This design comes from an exercise in tuning for small area, a short achievable clock period and few clock cycles per item on the open sky130 flow, not from production work.
Only simulation tests tie the RTL to the original design; equivalence was not proved.

==> flow/design.v, too long to show whole: its modules and the start of the top module <==
// module lfpd_front: 72 lines
// module lfpd_back: 310 lines
// module lfpd_istep: 964 lines
// module lfpd_dsum: 475 lines
// module line_follow_pid_drive: 86 lines
module line_follow_pid_drive (
    input  logic                                  aclk,
    input  logic                                  aresetn,
    input  logic                                  cfg_wr_en,
    input  logic [lfpd_pkg::CFG_IDX_W-1:0]        cfg_index,
    input  logic [lfpd_pkg::GAIN_W-1:0]           cfg_wdata,
    input  logic                                  s_valid,
    output logic                                  s_ready,
    input  logic [lfpd_pkg::SENSOR_W-1:0]         s_sensor_bits,
    output logic                                  m_valid,
    input  logic                                  m_ready,
    output logic signed [lfpd_pkg::DUTY_W-1:0]    m_left_duty,
    output logic signed [lfpd_pkg::DUTY_W-1:0]    m_right_duty,
    output logic                                  m_left_reverse,
    output logic                                  m_right_reverse,
    output logic                                  m_line_lost,
    output logic signed [lfpd_pkg::POS_W-1:0]     m_line_position
);
  // ...
==> flow/run.sh <==
#!/bin/bash
# synth_recipe.tcl (not shown) runs the flow's synth.tcl, then flattens the netlist and writes it again
# the make line also repeats each setting of config.mk as NAME=value (left out here)
make -C /OpenROAD-flow-scripts/flow DESIGN_CONFIG=/design/flow/config.mk WORK_HOME=/design/flow/orfs CLKGATE_MAP_FILE= SYNTH_SCRIPT=/design/flow/synth_recipe.tcl finish
==> flow/config.mk <==
export PLATFORM = sky130hd
export DESIGN_NAME = line_follow_pid_drive
export DESIGN_NICKNAME = line_follow_pid_drive
export VERILOG_FILES = /design/flow/design.v
export SDC_FILE = /design/flow/constraint.sdc
export NUM_CORES = 4
export LEC_CHECK = 0
export CAP_MARGIN = 20
export CORE_MARGIN = 2
export CORE_UTILIZATION = 65
export PLACE_DENSITY = 0.75
export SLEW_MARGIN = 20
==> flow/constraint.sdc <==
create_clock -name core_clock -period 12.0 [get_ports {aclk}]
set_input_delay 2.4000 -clock core_clock [delete_from_list [all_inputs] [get_ports {aclk}]]
set_output_delay 2.4000 -clock core_clock [all_outputs]
set_load 0.01 [all_outputs]
==> results.txt, run 1 <==
synthesized-area fraction occupied by xor and xnor cells=6.640%; hold-fix buffers at CTS=0; fraction of area in multi-input gates=75.73%; status=no timing/DRC/antenna violations; TNS Setup=0 ps; portion of synthesized cell area occupied by the leading cell type=25.33%; Seq area share=10.21%; syn nets=3154; Worst slew margin=25.84%; level count of the clock H-tree=3; non-filler instance count after layout=3035; met2 track demand over resource=57.39%; CORE AREA=33360 um2; GRT Util Overall=31.81%; top sig layer=met4; buffering overhead=2.920%; peak-usage layer in the global routing report=met2; number of stages on the worst setup path=27; arithmetic-cell share of the synthesized area counting full adders, half adders and majority gates=40.97%; Hold Vio Cnt, Final=0; Worst Hold Path EP=u_back.r2_lrev; total length of routed wires=54.14 mm; arrival time worst endpoint=9080 ps; standard-cell row count=67; Worst setup EP type=primary output; max-cap viol count=0; antenna violations before repair=0; Compound-Gate Fraction of Synth Area=14.15%; final-stage net count=3156; unrepaired setup endpoints after global routing=no; fraction of met3 tracks used by global routing=2.789%; Routed met1 length=22.16 mm; number of flops mapped to enable cells by yosys=32; clock tree from TritonCTS=built; kind of start point of the critical path=flip-flop; cell count after synthesis=2580; starting density of the core=65.63%; average instance area after synthesis=8.487 um2; Detailed Routing Iterations Pass 1=6
Testbench counts, summed over its fixed seeds: cycles 1,936, items 1,920.
==> inputs of run 2 (changes only) <==
--- a/flow/config.mk
+++ b/flow/config.mk
@@ -7,6 +7,5 @@
 export LEC_CHECK = 0
 export CAP_MARGIN = 20
 export CORE_MARGIN = 2
-export CORE_UTILIZATION = 65
-export PLACE_DENSITY = 0.75
+export CORE_UTILIZATION = 40
 export SLEW_MARGIN = 20
==> results.txt, run 2 <==
count of buffers from port buffering=51 (unchanged); global-route congestion overflow total=0 (unchanged); routed wire length per instance=17.11 um (was 17.84 um); level count of the clock H-tree=3 (unchanged); cell area after technology mapping=21900 um2 (unchanged); number of warnings reported in the yosys synthesis log=3 (unchanged); CORE AREA=53920 um2 (was 33360 um2); Tightest Pin Transition=1025 ps (was 1084 ps); sink count of the clock tree=102 (unchanged); GRT Util Overall=20.09% (was 31.81%); via count=17483 (was 17878); final estimated routing congestion in global placement=0.9186 (was 0.9611); CP delay by family, top=adder cells (unchanged); Detailed Routing Iterations Pass 1=6 (unchanged); DRT antenna net count=0 (unchanged); most common flop cell mapped by yosys=sky130_fd_sc_hd__dfxtp_1 (unchanged); status=no timing/DRC/antenna violations (unchanged); clock tree from TritonCTS=built (unchanged); worst hold start=u_back.r1_lrev (unchanged); average instance area after synthesis=8.487 um2 (unchanged); starting density of the core=40.61% (was 65.63%); share of the yosys chip area belonging to registers=10.79% (unchanged); final setup violating endpoints=0 (unchanged); min Tclk post-route=11280 ps (was 11480 ps); global-route wire length before repair=91.98 mm (was 91.14 mm); placed wire-length estimate after detailed placement=46.43 mm (was 44.37 mm); worst path buffer plus inverter count=7 (was 6); number of flops mapped to enable cells by yosys=32 (unchanged); portion of synthesized cell area occupied by the leading cell type=25.33% (unchanged); crit path kind=flip-flop to primary output (unchanged); top-level port count=53 (unchanged); most frequent cells in the layout=sky130_fd_sc_hd__inv_1, sky130_fd_sc_hd__fa_1, sky130_fd_sc_hd__ha_1, sky130_fd_sc_hd__nand2_1, sky130_fd_sc_hd__a21oi_1 (unchanged); arrival time worst endpoint=8880 ps (was 9080 ps); DRC violation total after the first TritonRoute iteration=997 (was 1273); cell with the largest stage delay on the worst path=sky130_fd_sc_hd__fa_1 (was sky130_fd_sc_hd__clkdlybuf4s50_1); most common library cell in the layout ignoring fill and taps=sky130_fd_sc_hd__inv_1 (unchanged); non-filler instance count after layout=3285 (was 3035); max-cap viol count=0 (unchanged); number of resized instances in the post-cts repair step=0 (unchanged); hold crit path type=flip-flop to flip-flop (unchanged); Worst setup EP type=primary output (unchanged); biggest area contributors in the synthesized netlist=sky130_fd_sc_hd__fa_1, sky130_fd_sc_hd__ha_1, sky130_fd_sc_hd__inv_1 (unchanged); final cycle utilization of the critical path=94.04% (was 95.68%); final-report max-slew violation count=0 (unchanged); cell count after synthesis=2580 (unchanged); syn nets=3154 (unchanged); Die Span X=238.0 um (was 187.5 um); clock transition at the registers of the reported paths=80 ps (was 70 ps); via/cell ratio=5.322 (was 5.891); synth-to-layout area growth=6.994% (was 5.657%); unrepaired setup endpoints after global routing=no (unchanged); area of all sequential standard cells=2362 um2 (unchanged); setup clock skew after layout=8.204 ps (was 9.499 ps); standard-cell row count=85 (was 67); Hold Vio Cnt, Final=0 (unchanged); count of cell types in the netlist=84 (unchanged); Root Buffer=sky130_fd_sc_hd__clkbuf_16 (unchanged); clk latency of the worst-skew pair=360 ps (about the same); synth cell count leaders=sky130_fd_sc_hd__inv_1, sky130_fd_sc_hd__fa_1, sky130_fd_sc_hd__ha_1 (unchanged); start point of the critical path=u_back.r2_mv[12] (unchanged); flip-flop count of the largest register, all copies and words added=43 (unchanged); largest net degree at the start of global routing=54 (was 44); antenna violations before repair=1 (was 0); cts bufs inserted=9 (unchanged); Die Y=238.0 um (was 187.5 um); kind of start point of the critical path=flip-flop (unchanged); count leader, synth=sky130_fd_sc_hd__inv_1 (unchanged); vias in the first global route=17661 (was 18598); Worst slew margin=31.15% (was 25.84%); CP max stage delay=550 ps (was 600 ps); die outline area=56630 um2 (was 35170 um2); # DRC=0 (unchanged); Synth Register Bits=102 (unchanged); most used cell along the critical path=sky130_fd_sc_hd__fa_1 (unchanged); async set-or-reset flop fraction in the synthesized netlist=0% (unchanged); final-stage net count=3158 (was 3156); placed cells=3266 (was 3014); Max Clk Rate=88.62 MHz (was 87.09 MHz); peak fanout along the critical path=26 (unchanged); Clock Tree Buf Depth=2 (unchanged); combined area of the multi-input logic cells=17520 um2 (about the same); total length of routed wires=56.22 mm (was 54.14 mm); Hold Slack=423.8 ps (was 422.6 ps); post-synthesis cell type with the largest combined area=sky130_fd_sc_hd__fa_1 (unchanged); launch instance of the worst register-to-register path=u_back.r1_pos[2] (was cfg_reg[30]); antenna fix cells=0 (unchanged); ratio of cells with drive above 1 in the final layout=2.549% (was 2.551%); TNS Setup=0 ps (unchanged); fill cell count=5316 (was 2778); critical path required time=9600 ps (about the same)
-- run 2: worst register-to-register path, delay by kind of cell (launching register included) --
| family | cells | cell delay (ps) |
|---|---|---|
| xor+xnor | 2 | 430 |
| compound gates | 11 | 3040 |
| fa+ha+maj | 11 | 5000 |
| buf+inv | 10 | 800 |
| flops | 1 | 590 |
| simple gates | 5 | 1170 |
-- run 2: through the flow --
step	setup slack, ps	utilization (%)	instance area, um2
2_1_floorplan	1129	-	21900
3_3_place_gp	995.6	42.89	23120
3_5_place_dp	860.8	42.89	23120
4_1_cts	433.5	43.41	23400
5_1_grt	35.07	43.45	23430
6_report	715.2	43.45	23430
-- run 2: cell families after synthesis --
group	Yosys count	synth area share, %
mux	45	2.183
flops	102	10.79
simple gates	707	16.01
xor+xnor	166	6.640
fa+ha+maj	551	40.97
compound gates	471	14.15
buf+inv	537	9.240
other cells	1	0.01713
-- run 2: area by class of cell --
type	instances	share of cell area, %
clock inverters	7	0.2350
repair buffers	75	2.948
multi-input cells	1941	74.76
flip-flops and latches	102	10.08
inverters	455	7.290
well taps	696	3.717
clock buffers	9	0.9613
-- run 2: what timing repair did --
action	CTS	global route
endpoints found under the setup margin	0	1
endpoints found under the hold margin	0	0
hold buffers	0	0
setup buffers	0	3
-- run 2: worst paths after layout --
kind,to,slack (ps),depth (start not counted)
max,m_right_duty[0],720,29
min,u_back.r2_lrev,420,0
max reg2reg,u_back.integral_reg[10],890,39
min reg2reg,u_back.r2_lrev,420,0
-- run 2: routing by layer --
metal  part of all wire (%)  up-vias  wire length, um  GRT usage [%]
li1                       -     8483                -              -
met1                     46     8563            25860          27.35
met2                     48      377            26890          34.40
met3                    4.2       60             2380          2.267
met4                    1.9        0             1084          4.193
met5                      0        -                0              0
==> inputs of run 3 (changes only) <==
--- a/flow/config.mk
+++ b/flow/config.mk
@@ -5,6 +5,7 @@
 export SDC_FILE = /design/flow/constraint.sdc
 export NUM_CORES = 4
 export LEC_CHECK = 0
+export ABC_AREA = 1
 export CAP_MARGIN = 20
 export CORE_MARGIN = 2
 export CORE_UTILIZATION = 40
==> results.txt, run 3 <==
worst hold start=u_back.r1_lrev (unchanged); most common flop cell mapped by yosys=sky130_fd_sc_hd__dfxtp_1 (unchanged); Max Clk Rate=89.19 MHz (was 88.62 MHz); Tightest Pin Transition=1029 ps (was 1025 ps); hold path depth=0 (unchanged); top-level port count=53 (unchanged); final estimated routing congestion in global placement=0.8959 (was 0.9186); fill cell count=5878 (was 5316); unrepaired setup endpoints after global routing=no (unchanged); ratio of cells with drive above 1 in the final layout=2.809% (was 2.549%); hold crit path type=flip-flop to flip-flop (unchanged); async set-or-reset flop fraction in the synthesized netlist=0% (unchanged); peak fanout along the critical path=33 (was 26); launch instance of the worst register-to-register path=u_back.r1_pos[2] (unchanged); average instance area after synthesis=7.287 um2 (was 8.487 um2); starting density of the core=40.32% (was 40.61%); vias in the first global route=18881 (was 17661); Worst Hold Path EP=u_back.r2_lrev (unchanged); # DRC=0 (unchanged); via count=19234 (was 17483); synth-to-layout area growth=7.035% (was 6.994%); min Tclk post-route=11210 ps (was 11280 ps); Hold Slack=420.0 ps (was 423.8 ps); max-cap viol count=0 (unchanged); cts bufs inserted=9 (unchanged); DRC violation total after the first TritonRoute iteration=1031 (was 997); most common library cell in the layout ignoring fill and taps=sky130_fd_sc_hd__inv_1 (unchanged); share of the yosys chip area belonging to registers=10.41% (was 10.79%); arrival time worst endpoint=8810 ps (was 8880 ps); DRT antenna net count=0 (unchanged); final-report max-slew violation count=0 (unchanged); final setup violating endpoints=0 (unchanged); Detailed Routing Iterations Pass 1=7 (was 6); Hold Vio Cnt, Final=0 (unchanged); flip-flop count of the largest register, all copies and words added=43 (unchanged); Util after Layout=43.16% (was 43.45%); final-stage net count=3702 (was 3158); placed wire-length estimate after detailed placement=49.34 mm (was 46.43 mm); post-synthesis cell type with the largest combined area=sky130_fd_sc_hd__fa_1 (unchanged); portion of synthesized cell area occupied by the leading cell type=24.44% (was 25.33%); pre-CTS setup slack=1245 ps (was 860.8 ps); CP max stage delay=690 ps (was 550 ps); clk latency of the worst-skew pair=370 ps (was 360 ps); cell count after synthesis=3114 (was 2580); Post-CTS Setup Inserts=0 (unchanged); antenna violations before repair=0 (was 1); die outline area=58650 um2 (was 56630 um2); Clock Tree Buf Depth=2 (unchanged); clock transition at the registers of the reported paths=70 ps (was 80 ps); status=no timing/DRC/antenna violations (unchanged); count of cell types in the netlist=59 (was 84); number of warnings reported in the yosys synthesis log=3 (unchanged); endpoint of the worst register-to-register path=u_back.r2_mv[12] (was u_back.integral_reg[10]); syn nets=3688 (was 3154); level count of the clock H-tree=3 (unchanged); synth cell count leaders=sky130_fd_sc_hd__inv_1, sky130_fd_sc_hd__nand2_1, sky130_fd_sc_hd__fa_1 (was sky130_fd_sc_hd__inv_1, sky130_fd_sc_hd__fa_1, sky130_fd_sc_hd__ha_1); biggest area contributors in the synthesized netlist=sky130_fd_sc_hd__fa_1, sky130_fd_sc_hd__ha_1, sky130_fd_sc_hd__inv_1 (unchanged); kind of start point of the critical path=flip-flop (unchanged); total length of routed wires=58.87 mm (was 56.22 mm); post-detailed-placement cell area=24000 um2 (was 23120 um2); hold-fix buffers at CTS=0 (unchanged); antenna fix cells=0 (unchanged); sink count of the clock tree=102 (unchanged); setup clock skew after layout=14.56 ps (was 8.204 ps); Worst setup EP type=primary output (unchanged); TNS Setup=0 ps (unchanged); count of buffers from port buffering=51 (unchanged); cell area after technology mapping=22690 um2 (was 21900 um2); number of flops mapped to enable cells by yosys=32 (unchanged); R2R depth=42 (was 39); count leader, synth=sky130_fd_sc_hd__inv_1 (unchanged); cell area after layout=24290 um2 (was 23430 um2); standard-cell row count=87 (was 85); flop2flop setup slack=1260 ps (was 890 ps); final cycle utilization of the critical path=93.44% (was 94.04%); Die Y=242.2 um (was 238.0 um); via/cell ratio=4.946 (was 5.322); crit path kind=flip-flop to primary output (unchanged); cell with the largest stage delay on the worst path=sky130_fd_sc_hd__edfxtp_1 (was sky130_fd_sc_hd__fa_1); largest net degree at the start of global routing=36 (was 54); number of resized instances in the post-cts repair step=0 (unchanged); GRT Util Overall=20.23% (was 20.09%); Synth Register Bits=102 (unchanged); smallest setup slack after layout=787.6 ps (was 715.2 ps); Worst slew margin=31.41% (was 31.15%); critical path required time=9600 ps (about the same); CORE AREA=56280 um2 (was 53920 um2); global-route congestion overflow total=0 (unchanged); Die Span X=242.2 um (was 238.0 um); most frequent cells in the layout=sky130_fd_sc_hd__inv_1, sky130_fd_sc_hd__nand2_1, sky130_fd_sc_hd__fa_1, sky130_fd_sc_hd__ha_1, sky130_fd_sc_hd__nor2_1 (was sky130_fd_sc_hd__inv_1, sky130_fd_sc_hd__fa_1, sky130_fd_sc_hd__ha_1, sky130_fd_sc_hd__nand2_1, sky130_fd_sc_hd__a21oi_1); global-route wire length before repair=96.95 mm (was 91.98 mm); most used cell along the critical path=sky130_fd_sc_hd__nand2_1 (was sky130_fd_sc_hd__fa_1); routed wire length per instance=15.14 um (was 17.11 um); clock tree from TritonCTS=built (unchanged); Root Buffer=sky130_fd_sc_hd__clkbuf_16 (unchanged)
## run 3: cell types whose count changed after synthesis, sizes merged, moves of 23 or more
cell and change:
nor2 +71, nor2b -29, inv +290, a21oi +44, nand3 +107, mux2i -35, a211oi -34, and2 -150
xor2 +35, xnor2 -60, nand2 +393, clkbuf -23, o21ai +67
## run 3: worst max path at each step
stage	end	from	slack, ps
final	m_right_duty[0]	u_back.r2_mv[12]	790
after global routing	m_right_duty[0]	u_back.r2_mv[12]	280
after CTS	m_right_duty[0]	u_back.r2_mv[12]	840
after detailed placement	m_right_duty[0]	u_back.r2_mv[12]	1250
after global placement	m_left_duty[7]	u_back.r2_mv[12]	1360
after floorplan	u_back.r2_mv[10]	u_back.r1_pos[3]	2020
## run 3: layout make-up
cell class                      instances  area (um2)  share of cell area, %
Clock inverter                          5       57.56                 0.2370
Clock buffer                           11       232.7                 0.9581
Multi-Input combinational cell       2195       17230                  70.92
Timing Repair Buffer                   69       645.6                  2.658
Sequential cell                       102        2362                  9.725
Inverter                              751        2819                  11.61
Tap cell                              756       945.9                  3.894
## run 3: logic make-up (layout without fill, tap and decap cells)
family	after synthesis	in the layout	synth area share, %
DFF	102	102	10.41
and+or+nand+nor	1050	1050	19.50
AOI/OAI and AO/OA	453	453	11.31
other	1	1	0.01652
adders and majority gates	550	550	39.49
xor gates and xnor gates	141	141	5.574
buffers and inverters	817	836	13.70
## run 3: metrics by stage
| stage | cells |
|---|---|
| final | 3889 |
| after global routing | 3889 |
| after CTS | 3889 |
| after detailed placement | 3873 |
| after global placement | 3873 |
| after floorplan | 3114 |
## run 3: critical path: cells and delay by family (launching register included)
family	cells	cell delay, ps
buf+inv	6	1240
xor+xnor	1	390
fa+ha+maj	8	3810
compound gates	4	670
flops	1	690
simple gates	15	1680
## run 3: routing by layer
layer  vias to the layer above  track usage, %  wire (um)  share of wire [%]
met5                         -               0          0                  0
met4                         0           3.758        871                1.5
met3                        47           2.060       2545                4.3
met2                       391           34.25      27720                 47
met1                      9104           28.17      27730                 47
li1                       9692               -          -                  -

[separate check: timing with driven ports]
In the flow no input, the clock included, has a driving cell. The finished layouts below were timed again as built, in two steps. Step 1 sets driving cells, clkbuf_16 on the clock port and buf_2 on the other inputs (assumed; they add their load-dependent delay and slew). Step 2 times the ports against the registers' clock, not the clock port: input delays grow and output delays shrink by t, the midpoint of the rising clock arrivals with the driver on. a / b / c = no drivers / after step 1 / after step 2; a / b = the first two.
| run | t (ns) | setup WS [ns] | worst setup path after step 2 |
|---|---|---|---|
| run 1 | 0.392 | 0.518 / 0.477 / 0.837 | register to register |
| run 2 | 0.402 | 0.715 / 0.672 / 0.890 | register to register |
| run 3 | 0.408 | 0.788 / 0.738 / 1.146 | register to output |
After both steps setup and hold are still met in every run listed.
